Background: an optimization exercise with open tools, aiming at small area, a short achievable clock period and few clock cycles per item. Do not read the settings as production practice. RTL that was checked went through simulation tests only; none was proved equivalent to the original.

==> flow/design.v (excerpt) <==
module midpoint_ellipse_rasterizer_top #(
  parameter int RADIUS_BITS = 10,
  parameter int COORD_BITS  = 11
) (
  input  wire logic                                   clk_i,
  input  wire logic                                   rst_ni,
  input  wire logic                                   cfg_we_i,
  input  wire logic [mer_pkg::CFG_IDX_W-1:0]          cfg_idx_i,
  input  wire logic [((COORD_BITS > RADIUS_BITS) ? COORD_BITS : RADIUS_BITS)-1:0] cfg_data_i,
  input  wire logic                                   in_valid_i,
  output logic                                        in_stall_o,
  input  wire logic                                   restart_i,
  output logic                                        out_valid_o,
  input  wire logic                                   out_stall_i,
  output logic signed [mer_pkg::PIX_W-1:0]            pixel_x_o,
  output logic signed [mer_pkg::PIX_W-1:0]            pixel_y_o,
  output logic                                        last_o,
  output logic                                        finished_o
);
Size in the first run: roughly 340 flip-flops.
==> flow/config.mk <==
export PLATFORM = sky130hd
export DESIGN_NAME = midpoint_ellipse_rasterizer_top
export DESIGN_NICKNAME = midpoint_ellipse_rasterizer_top
export VERILOG_FILES = /design/flow/design.v
export SDC_FILE = /design/flow/constraint.sdc
export NUM_CORES = 4
export LEC_CHECK = 0
export CAP_MARGIN = 20
export CORE_MARGIN = 2
export CORE_UTILIZATION = 40
export SETUP_SLACK_MARGIN = 5
export SLEW_MARGIN = 20
==> flow/constraint.sdc <==
create_clock -name core_clock -period 10.0 [get_ports {clk_i}]
set_input_delay 2.0000 -clock core_clock [delete_from_list [all_inputs] [get_ports {clk_i}]]
set_output_delay 2.0000 -clock core_clock [all_outputs]
set_load 0.01 [all_outputs]
standard.sh (not shown) runs the stock make flow with config.mk's settings and CLKGATE_MAP_FILE= SYNTH_SCRIPT=/design/flow/synth_recipe.tcl, a recipe that flattens the netlist after the stock synthesis.
==> flow/flow/run.sh <==
#!/bin/bash
set -euo pipefail
bash standard.sh SETUP_SLACK_MARGIN=6.3 finish > standard_flow.log 2>&1
Next try:
==> flow/run.sh (new file) <==
#!/bin/bash
# synth_recipe.tcl (not shown) runs the flow's synth.tcl, then flattens the netlist and writes it again
# the make line also repeats each setting of config.mk as NAME=value (left out here)
make -C /OpenROAD-flow-scripts/flow DESIGN_CONFIG=/design/flow/config.mk WORK_HOME=/design/flow/orfs CLKGATE_MAP_FILE= SYNTH_SCRIPT=/design/flow/synth_recipe.tcl finish
removed: flow/flow/run.sh
removed: flow/standard.sh
Effect: Global-route usage drops by 0.16 points. Worst hold slack loses 0.0056 ns. Count of clock-buffer cells in the layout drops by 2. Wire length drops by 2.1%.
Next try:
==> flow/flow/run.sh (new file) <==
#!/bin/bash
set -euo pipefail
bash standard.sh SETUP_SLACK_MARGIN=6.6 finish > standard_flow.log 2>&1
==> flow/standard.sh (new file) <==
#!/bin/bash
# synth_recipe.tcl (not shown) runs the flow's synth.tcl, then flattens the netlist and writes it again
# the make line also repeats each setting of config.mk as NAME=value (left out here)
make -C /OpenROAD-flow-scripts/flow DESIGN_CONFIG=/design/flow/config.mk WORK_HOME=/design/flow/orfs CLKGATE_MAP_FILE= SYNTH_SCRIPT=/design/flow/synth_recipe.tcl "${@:-finish}"
removed: flow/run.sh
After rerunning:
- die area is unchanged
- core utilization climbs by 1.5 points
- wire length climbs by 2.8%
- via count climbs by 1.7%
No run of this note included a check of the RTL's function; only the layout flow was run.

---

midpoint_ellipse_rasterizer_top, a different RTL version from the one above (not shown whole).
For scale: ~19000 um^2 of cells after synthesis.
export LEC_CHECK = 0
export CAP_MARGIN = 20
export CORE_MARGIN = 2
export CORE_UTILIZATION = 40
export SETUP_SLACK_MARGIN = 5
export SLEW_MARGIN = 20
create_clock -name core_clock -period 10.0 [get_ports {clk_i}]
==> flow/flow/run.sh <==
#!/bin/bash
set -euo pipefail
bash standard.sh SETUP_SLACK_MARGIN=6.5 finish > standard_flow.log 2>&1
The baseline passed the timing, design-rule and antenna checks.
Testbench counts at the start, summed over its fixed seeds: cycles 64,740, beats 62,804.
Then changed:
==> flow/flow/run.sh (replaced) <==
#!/bin/bash
set -euo pipefail
bash standard.sh SETUP_SLACK_MARGIN=6.8 finish > standard_flow.log 2>&1
CTS_BUF_LIST = sky130_fd_sc_hd__clkbuf_4   (was not set)
Worst hold slack stays flat.
Utilization barely changes.
Clock-buffer cell count rose by 95.
Cell count grows by a few percent.
Routed wire length went up slightly.
Then changed:
CTS_BUF_LIST = not set   (was sky130_fd_sc_hd__clkbuf_4)
The changed run ran to the end with no violations.
Final cell count drops by about 4%.
Non-clock buffer count drops by 2.
Synthesized cell count stays the same.
Worst hold slack stays flat.
Via count drops by about 2%.
Final area climbs by about 0.7%.
Synthesized area stays the same.
Wire length drops by about 0.8%.
Setup slack gets better by 51 ps.

---

== run 1 ==
Another version of the RTL of midpoint_ellipse_rasterizer_top (not shown whole).
Size: about 1900 cells after synthesis, ~330 flip-flops, about 49 I/O pins, roughly 19000 um2 of cells after synthesis.
Settings: LEC_CHECK=0, CAP_MARGIN=20, CORE_MARGIN=2, CORE_UTILIZATION=40, SETUP_SLACK_MARGIN=5, SLEW_MARGIN=20; clock period 10.0 ns.
==> flow/flow/run.sh <==
#!/bin/bash
set -euo pipefail
bash standard.sh SETUP_SLACK_MARGIN=6.8 finish > standard_flow.log 2>&1
No stage failed in run 1, and the final checks on the layout all came back clean.
Testbench counts of run 1, summed over its fixed seeds: cycles 64,740, beats 62,804.
For run 2, these inputs were changed with respect to run 1:
- CORE_UTILIZATION: 40 -> 60
- CTS_CLUSTER_SIZE: unset -> 20
- CTS_CLUSTER_DIAMETER: unset -> 70
Results
Compared run 2 vs run 1, and non-clock buffer count is up in run 2.
From run 1 to run 2 the numbers moved as follows: die outline area lost about 33%.
For run 3, these inputs were changed with respect to run 2:
- changing CORE_UTILIZATION from 60 to 40
==> flow/flow/run.sh <==
#!/bin/bash
set -euo pipefail
bash standard.sh SETUP_SLACK_MARGIN=7.0 finish > standard_flow.log 2>&1
==> comparison <==
- Looking at post-route clock period utilization across run 3 and run 2, the one that comes out higher is run 2.
- Compared with run 2, in run 3 global-route usage decreased 9.6 points, post-layout worst setup margin increased 19 ps, final core utilization decreased 22 points.
- Netlist area before placement of run 3 is on par with run 2.
Modified inputs, run 4 compared to run 3
- CTS_CLUSTER_SIZE changed from 20 to 26
- CTS_CLUSTER_DIAMETER changed from 70 to 60
==> flow/flow/run.sh <==
#!/bin/bash
set -euo pipefail
bash standard.sh SETUP_SLACK_MARGIN=6.8 finish > standard_flow.log 2>&1
Results
- Fraction of area in registers of run 4 is on par with run 3.
- The area overhead of the layout relative to synthesis was comparable across run 3 and run 4.
- Re average wire per cell in the routed design: run 4 is 1.3% down on run 3.
- Count of pins over their slew limit essentially unchanged between run 3 and run 4.
- Diff run 3 and run 4: diode insertion count for antenna repair lower in run 4

---

old:
midpoint_ellipse_rasterizer_top, a different RTL version from the one above (not shown whole).
Size in the first run: roughly 1900 cells after synthesis, roughly 49 I/O pins, about 19000 um2 of cells after synthesis.
export LEC_CHECK = 0
export CAP_MARGIN = 20
export CORE_MARGIN = 2
export CORE_UTILIZATION = 40
export CTS_BUF_LIST = sky130_fd_sc_hd__clkbuf_8
export CTS_CLUSTER_DIAMETER = 70
export CTS_CLUSTER_SIZE = 20
export SETUP_SLACK_MARGIN = 5
export SLEW_MARGIN = 20
create_clock -name core_clock -period 10.0 [get_ports {clk_i}]
==> flow/flow/run.sh <==
#!/bin/bash
set -euo pipefail
bash standard.sh SETUP_SLACK_MARGIN=7.0 finish > standard_flow.log 2>&1
The final layout from old, which completed every stage, passed the timing, design-rule and antenna checks at the end of the flow.
The following lists how new was set up differently from old:
- CTS_BUF_LIST: sky130_fd_sc_hd__clkbuf_8 -> unset
==> flow/flow/run.sh <==
#!/bin/bash
set -euo pipefail
bash standard.sh SETUP_SLACK_MARGIN=6.8 finish > standard_flow.log 2>&1
==> results.txt <==
- Number of detailed-route iterations in the first pass was higher in the run labelled new.
- new against old: number of standard cells in the final layout excluding fillers now smaller, multi-input logic portion of the cell area moved down, number of combinational gates with multiple inputs ~0 delta, post-layout net count went down.
- Going from old to new, the core utilization was found to have gone down by 0.30 points.
- Setup slack at placement in new is 0.14 ns below old.
- The lower detailed route wirelength on metal3 came out of old.
- Changes observed in new relative to old: number of ordinary and repair buffers in the finished layout has decreased, final clock period utilization by the worst path increased 0.40 points, final standard cell area without fillers lost about 0.65%.
Function was not checked in any run of this note: the RTL went through the layout flow alone.

---

midpoint_ellipse_rasterizer_top, a different RTL version from the one above (not shown whole).
For scale: ~330 flip-flops, roughly 49 I/O pins.
==> flow/design.v (excerpt) <==
module midpoint_ellipse_rasterizer_top #(
  parameter int RADIUS_BITS = 10,
  parameter int COORD_BITS  = 11
) (
  input  wire logic                                   clk_i,
  input  wire logic                                   rst_ni,
  input  wire logic                                   cfg_we_i,
  input  wire logic [mer_pkg::CFG_IDX_W-1:0]          cfg_idx_i,
  input  wire logic [((COORD_BITS > RADIUS_BITS) ? COORD_BITS : RADIUS_BITS)-1:0] cfg_data_i,
  input  wire logic                                   in_valid_i,
  output logic                                        in_stall_o,
  input  wire logic                                   restart_i,
  output logic                                        out_valid_o,
  input  wire logic                                   out_stall_i,
  output logic signed [mer_pkg::PIX_W-1:0]            pixel_x_o,
  output logic signed [mer_pkg::PIX_W-1:0]            pixel_y_o,
  output logic                                        last_o,
  output logic                                        finished_o
);
Settings: LEC_CHECK=0, CAP_MARGIN=20, CORE_MARGIN=2, CORE_UTILIZATION=40, CTS_CLUSTER_DIAMETER=80, CTS_CLUSTER_SIZE=24, SETUP_SLACK_MARGIN=5, SLEW_MARGIN=20; clock period 10.0 ns.
==> flow/flow/run.sh <==
#!/bin/bash
set -euo pipefail
bash standard.sh SETUP_SLACK_MARGIN=6.8 finish > standard_flow.log 2>&1
Testbench counts at the start, summed over its fixed seeds: cycles 64,740, beats 62,804.
Change:
--- a/flow/config.mk
+++ b/flow/config.mk
@@ -6,9 +6,9 @@
 export NUM_CORES = 4
 export LEC_CHECK = 0
-export CAP_MARGIN = 20
+export CAP_MARGIN = 5
 export CORE_MARGIN = 2
 export CORE_UTILIZATION = 40
-export CTS_CLUSTER_DIAMETER = 80
-export CTS_CLUSTER_SIZE = 24
+export CTS_CLUSTER_DIAMETER = 70
+export CTS_CLUSTER_SIZE = 20
 export SETUP_SLACK_MARGIN = 5
-export SLEW_MARGIN = 20
+export SLEW_MARGIN = 5
Outcome: The changed run completed without violations. Wire length barely changes. First-iteration DRC count rose by 3.0%. Fmax hardly moves. Non-clock buffer count went up by 5. Design area increases by 0.49%. Die area stays the same. Count of clock-buffer cells in the layout goes up by 3. Hold slack barely changes.
Change:
--- a/flow/config.mk
+++ b/flow/config.mk
@@ -6,5 +6,5 @@
 export NUM_CORES = 4
 export LEC_CHECK = 0
-export CAP_MARGIN = 5
+export CAP_MARGIN = 20
 export CORE_MARGIN = 2
 export CORE_UTILIZATION = 40
@@ -12,3 +12,3 @@
 export CTS_CLUSTER_SIZE = 20
 export SETUP_SLACK_MARGIN = 5
-export SLEW_MARGIN = 5
+export SLEW_MARGIN = 20
What happened: Design area stays flat; sequential share of layout area stays flat.
Change:
==> flow/flow/run.sh (replaced) <==
#!/bin/bash
set -euo pipefail
bash standard.sh SETUP_SLACK_MARGIN=7.0 finish > standard_flow.log 2>&1
Synthesized area is unchanged.
Sequential cell count does not change.
Final area came out higher by 0.99%.
Die area is unchanged.
Setup slack got worse by 0.036 ns.
Final cell count grows by 0.64%.
Non-clock buffer count grows by 17.

==> static timing again, ports no longer ideal <==
No port has a modelled driver above. Below, the same layouts with a new extraction and two added sets of constraints. Step 1 assumes that a clkbuf_16 drives the clock port and a buf_2 every other input. Step 2 times the ports against the registers' clock, not the clock port: input delays grow and output delays shrink by t, the midpoint of the rising clock arrivals with the driver on. a / b / c = ideal / step 1 / step 2; a / b = the first two.
| run | t, ns | setup slack, ns | clock arrival spread, ns | worst register clock-pin slew, ns |
|---|---|---|---|---|
| the first run of note 1 | 0.621 | 6.329 / 6.329 / 6.008 | 0.022 / 0.022 | 0.07 / 0.07 |
| the second run of note 1 | 0.623 | 5.866 / 5.866 / 5.866 | 0.021 / 0.021 | 0.06 / 0.06 |
| the third run of note 1 | 0.617 | 6.352 / 6.352 / 6.237 | 0.026 / 0.026 | 0.07 / 0.07 |
| the first run of note 2 | 0.609 | 6.513 / 6.489 / 5.934 | 0.028 / 0.028 | 0.07 / 0.07 |
| the second run of note 2 | 0.875 | 6.496 / 6.496 / 6.077 | 0.075 / 0.075 | 0.08 / 0.08 |
| the third run of note 2 | 0.615 | 6.547 / 6.547 / 6.361 | 0.020 / 0.020 | 0.07 / 0.07 |
| run 1 | 0.611 | 6.609 / 6.609 / 6.259 | 0.021 / 0.021 | 0.06 / 0.06 |
| run 2 | 0.590 | 6.622 / 6.622 / 6.323 | 0.018 / 0.018 | 0.09 / 0.09 |
| run 3 | 0.617 | 6.641 / 6.641 / 6.549 | 0.025 / 0.025 | 0.09 / 0.09 |
| run 4 | 0.631 | 6.620 / 6.620 / 6.335 | 0.017 / 0.017 | 0.09 / 0.09 |
| old | 0.695 | 6.507 / 6.507 / 6.396 | 0.031 / 0.032 | 0.12 / 0.12 |
| new | 0.635 | 6.468 / 6.468 / 6.310 | 0.024 / 0.025 | 0.09 / 0.09 |
| the first run of note 5 | 0.613 | 6.731 / 6.731 / 6.321 | 0.042 / 0.043 | 0.10 / 0.10 |
| the second run of note 5 | 0.631 | 6.736 / 6.736 / 6.323 | 0.035 / 0.035 | 0.09 / 0.09 |
| the third run of note 5 | 0.625 | 6.738 / 6.738 / 6.310 | 0.026 / 0.027 | 0.09 / 0.09 |
| the fourth run of note 5 | 0.627 | 6.702 / 6.702 / 6.562 | 0.024 / 0.024 | 0.09 / 0.09 |
After both steps every run listed still meets setup and hold. For the first run of note 2, which loses most, drivers alone change the setup slack by -0.024 ns; drivers and shift together by -0.579 ns.
